Source: an optimization exercise on an open RTL-to-GDS flow (aim: small area). Production flows keep margins and buffers that such runs may drop. The RTL was checked by simulation tests, not by an equivalence proof against the original design. Power figures rest on the tool's default switching activity, not on a simulated workload.

## pio_req_unit
module pio_req_unit (
   input  wire logic        clk,
   input  wire logic        rst,
   input  wire logic [3:0]  max_pio,
   input  wire logic        rd_vld,
   input  wire logic        wr_vld,
   input  wire logic [4:0]  req_thr_id,
   input  wire logic [1:0]  req_buf_id,
   input  wire logic [2:0]  req_size,
   input  wire logic [39:0] req_addr,
   input  wire logic [63:0] req_data,
   output logic             req_accepted,
   output logic             csr_wr,
   output logic [15:0]      csr_wr_addr,
   output logic [31:0]      csr_wr_data,
   output logic [15:0]      csr_rd_addr,
   output logic             csr_rd_ack,
   output logic [4:0]       csr_ack_thr,
   output logic [1:0]       csr_ack_buf,
   input  wire logic        pio_pop,
   input  wire logic        rd_done,
   output logic             pio_req,
   output logic             pio_data_vld,
   output logic             pio_out_rw,
   output logic [1:0]       pio_out_dest,
   output logic [15:0]      pio_out_be,
   output logic [63:0]      pio_out_ad,
   output logic [4:0]       pio_out_thr_id,
   output logic [1:0]       pio_out_buf_id
);
   logic st_hdr;     
   logic st_data;    
   logic idle;
   logic req_vld;
   logic csr_hit;
   logic q_full;
   logic take;
   assign idle    = ~st_hdr & ~st_data;
   assign req_vld = rd_vld | wr_vld;
   assign csr_hit = req_addr[39:24] == 16'h8000;
   assign take    = idle & req_vld & ~csr_hit & ~q_full;
   always_ff @(posedge clk) begin
      if (rst) begin
         st_hdr  <= 1'b0;
         st_data <= 1'b0;
      end else begin
         st_hdr  <= take;
         st_data <= st_hdr & wr_vld;
      end
   end
   assign req_accepted = (st_hdr & ~wr_vld) | st_data | (idle & req_vld & csr_hit);
   assign csr_wr      = idle & wr_vld & csr_hit;
   assign csr_rd_ack  = idle & rd_vld & csr_hit;
   assign csr_wr_addr = req_addr[15:0];
   assign csr_wr_data = req_data[31:0];
  ...
Size: about 3200 cells after synthesis, ~960 flip-flops, roughly 37000 µm² of cells after synthesis.
Settings: LEC_CHECK=0, CAP_MARGIN=20, CORE_MARGIN=2, CORE_UTILIZATION=60, PLACE_DENSITY=0.75, SETUP_SLACK_MARGIN=0.15, SLEW_MARGIN=20, SYNTH_HIERARCHICAL=1; clock period 5.0 ns.
standard.sh (not shown) runs the stock make flow with config.mk's settings and CLKGATE_MAP_FILE= SYNTH_SCRIPT=/design/flow/synth_recipe.tcl, a recipe that flattens the netlist after the stock synthesis.
==> flow/flow/run.sh <==
#!/bin/bash
# Standard layout with three changes: combinational cells start at their
# smallest drive strength after floorplan (repair then upsizes where timing,
# slew or load needs it), ports are buffered with buf_1, and CTS inserts no
# dummy loads.
set -e
F=$(cd "$(dirname "${BASH_SOURCE[0]}")" && pwd)
export POST_FLOORPLAN_TCL=$F/downsize.tcl
export BUFFER_PORTS_ARGS="-buffer_cell sky130_fd_sc_hd__buf_1"
export CTS_ARGS="-sink_clustering_enable -repair_clock_nets -dont_use_dummy_load -sink_clustering_size 30 -sink_clustering_max_diameter 80"
cp standard.sh standard_sh.log
bash standard.sh > standard.log 2>&1
==> flow/flow/downsize.tcl <==
# Swap every cell to the smallest-area drive variant of the same function
# (same base name and pins); later repair upsizes where needed.
set db [ord::get_db]
set block [ord::get_db_block]
set dont_use {}
if { [info exists ::env(DONT_USE_CELLS)] } { set dont_use $::env(DONT_USE_CELLS) }
set variants [dict create]
foreach lib [$db getLibs] {
  foreach m [$lib getMasters] {
    set n [$m getName]
    if { [regexp {^(sky130_fd_sc_hd__[a-z0-9]+)_([0-9]+)$} $n -> base drv] } {
      if { [lsearch -exact $dont_use $n] >= 0 } { continue }
      if { [get_lib_cells -quiet */$n] eq "" } { continue }
      dict lappend variants $base $m
    }
  }
}
set swapped 0
set saved 0.0
foreach inst [$block getInsts] {
  set m [$inst getMaster]
  set n [$m getName]
  if { ![regexp {^(sky130_fd_sc_hd__[a-z0-9]+)_([0-9]+)$} $n -> base drv] } { continue }
  if { ![dict exists $variants $base] } { continue }
  set best $m
  set best_area [expr { [$m getWidth] * [$m getHeight] }]
  foreach c [dict get $variants $base] {
    set a [expr { [$c getWidth] * [$c getHeight] }]
    if { $a < $best_area } {
      set same 1
      set pins {}
      foreach t [$m getMTerms] { lappend pins [$t getName] }
      set cpins {}
      foreach t [$c getMTerms] { lappend cpins [$t getName] }
      if { [lsort $pins] ne [lsort $cpins] } { continue }
      set best $c
      set best_area $a
    }
  }
  if { $best ne $m } {
    set saved [expr { $saved + ([$m getWidth] * [$m getHeight] - $best_area) / 1e6 }]
    replace_cell [$inst getName] [$best getName]
    incr swapped
  }
}
puts "downsize: swapped $swapped cells, saved [format %.1f $saved] um2"
Change:
--- a/flow/design.v
+++ b/flow/design.v
@@ -141,37 +141,42 @@
    assign csr_wr_data = req_data[31:0];
    assign csr_rd_addr = req_addr[15:0];
    assign csr_ack_thr = req_thr_id;
    assign csr_ack_buf = req_buf_id;
    logic        push;
    logic [3:0]  wptr;
    logic        push_d1;
    logic [4:0]  level;
    logic        head_vld;
    logic        pop;
    logic        ph;
    logic [50:0] hdr_word;
+   logic [50:0] wcol;      
+   logic [1:0]  clr;       
    logic [50:0] col [0:1];
    logic [15:0] frc;
    logic [50:0] mem [0:15];
    logic [50:0] hw;
    logic        f_cur;     
    logic        f_nxt;     
    assign push     = st_hdr | st_data;
    assign hdr_word = {req_size, req_buf_id, req_thr_id, ~wr_vld, req_addr};
    assign f_cur    = take | st_hdr | st_data;
    assign f_nxt    = st_hdr & wr_vld;
    always_comb begin
-      for (int b = 0; b < 2; b++)
-         col[b] = (((wptr[0] == b[0]) & ~st_data) ? hdr_word : req_data[50:0]) ^ {51{ph}};
+      wcol = (st_data ? req_data[50:0] : hdr_word) ^ {51{ph}};
+      for (int b = 0; b < 2; b++) begin
+         clr[b] = f_nxt & (wptr[0] != b[0]);
+         col[b] = wcol | {51{clr[b]}};
+      end
       frc = '0;
       frc[wptr]        = f_cur;
       frc[wptr + 4'd1] = f_nxt;
    end
    logic [50:0] mem_d [0:15];
    for (genvar i = 0; i < 16; i++) begin : g_row
       for (genvar j = 0; j < 51; j++) begin : g_bit
          pio_tnext tnext (.q(mem[i][j]), .col(col[i % 2][j]), .frc(frc[i]), .d(mem_d[i][j]));
       end
    end
    always_ff @(posedge clk) begin
       for (int i = 0; i < 16; i++)
After rerunning: The changed run completed without violations. Synthesized cell count fell by 0.31%. Via count goes down by 0.31%. Clock skew came out higher by 0.031 ns. Wire length came out higher by 2.8%. Cell count fell by 0.66%. Global-route usage climbs by 1.5 points. Count of clock-buffer cells in the layout does not change. Sequential power is lower by about 8%.

re-timing with driven ports:
Ports are ideal in the flow. The routed layouts listed here were re-timed in OpenROAD. Step 1 assumes that a clkbuf_16 drives the clock port and a buf_2 every other input. Step 2 times the ports against the registers' clock, not the clock port: input delays grow and output delays shrink by t, the midpoint of the rising clock arrivals with the driver on. a / b / c = no drivers / after step 1 / after step 2; a / b = the first two.
run | t (ns) | setup slack, ns | worst hold slack (ns) | slew at the worst register clock pin (ns)
the first run | 0.649 | 0.324 / 0.261 / 0.892 | 0.410 / 0.410 / 0.410 | 0.11 / 0.11
the second run | 0.652 | 0.269 / 0.202 / 0.854 | 0.408 / 0.408 / 0.408 | 0.12 / 0.12
After both steps setup and hold are still met in every run listed.
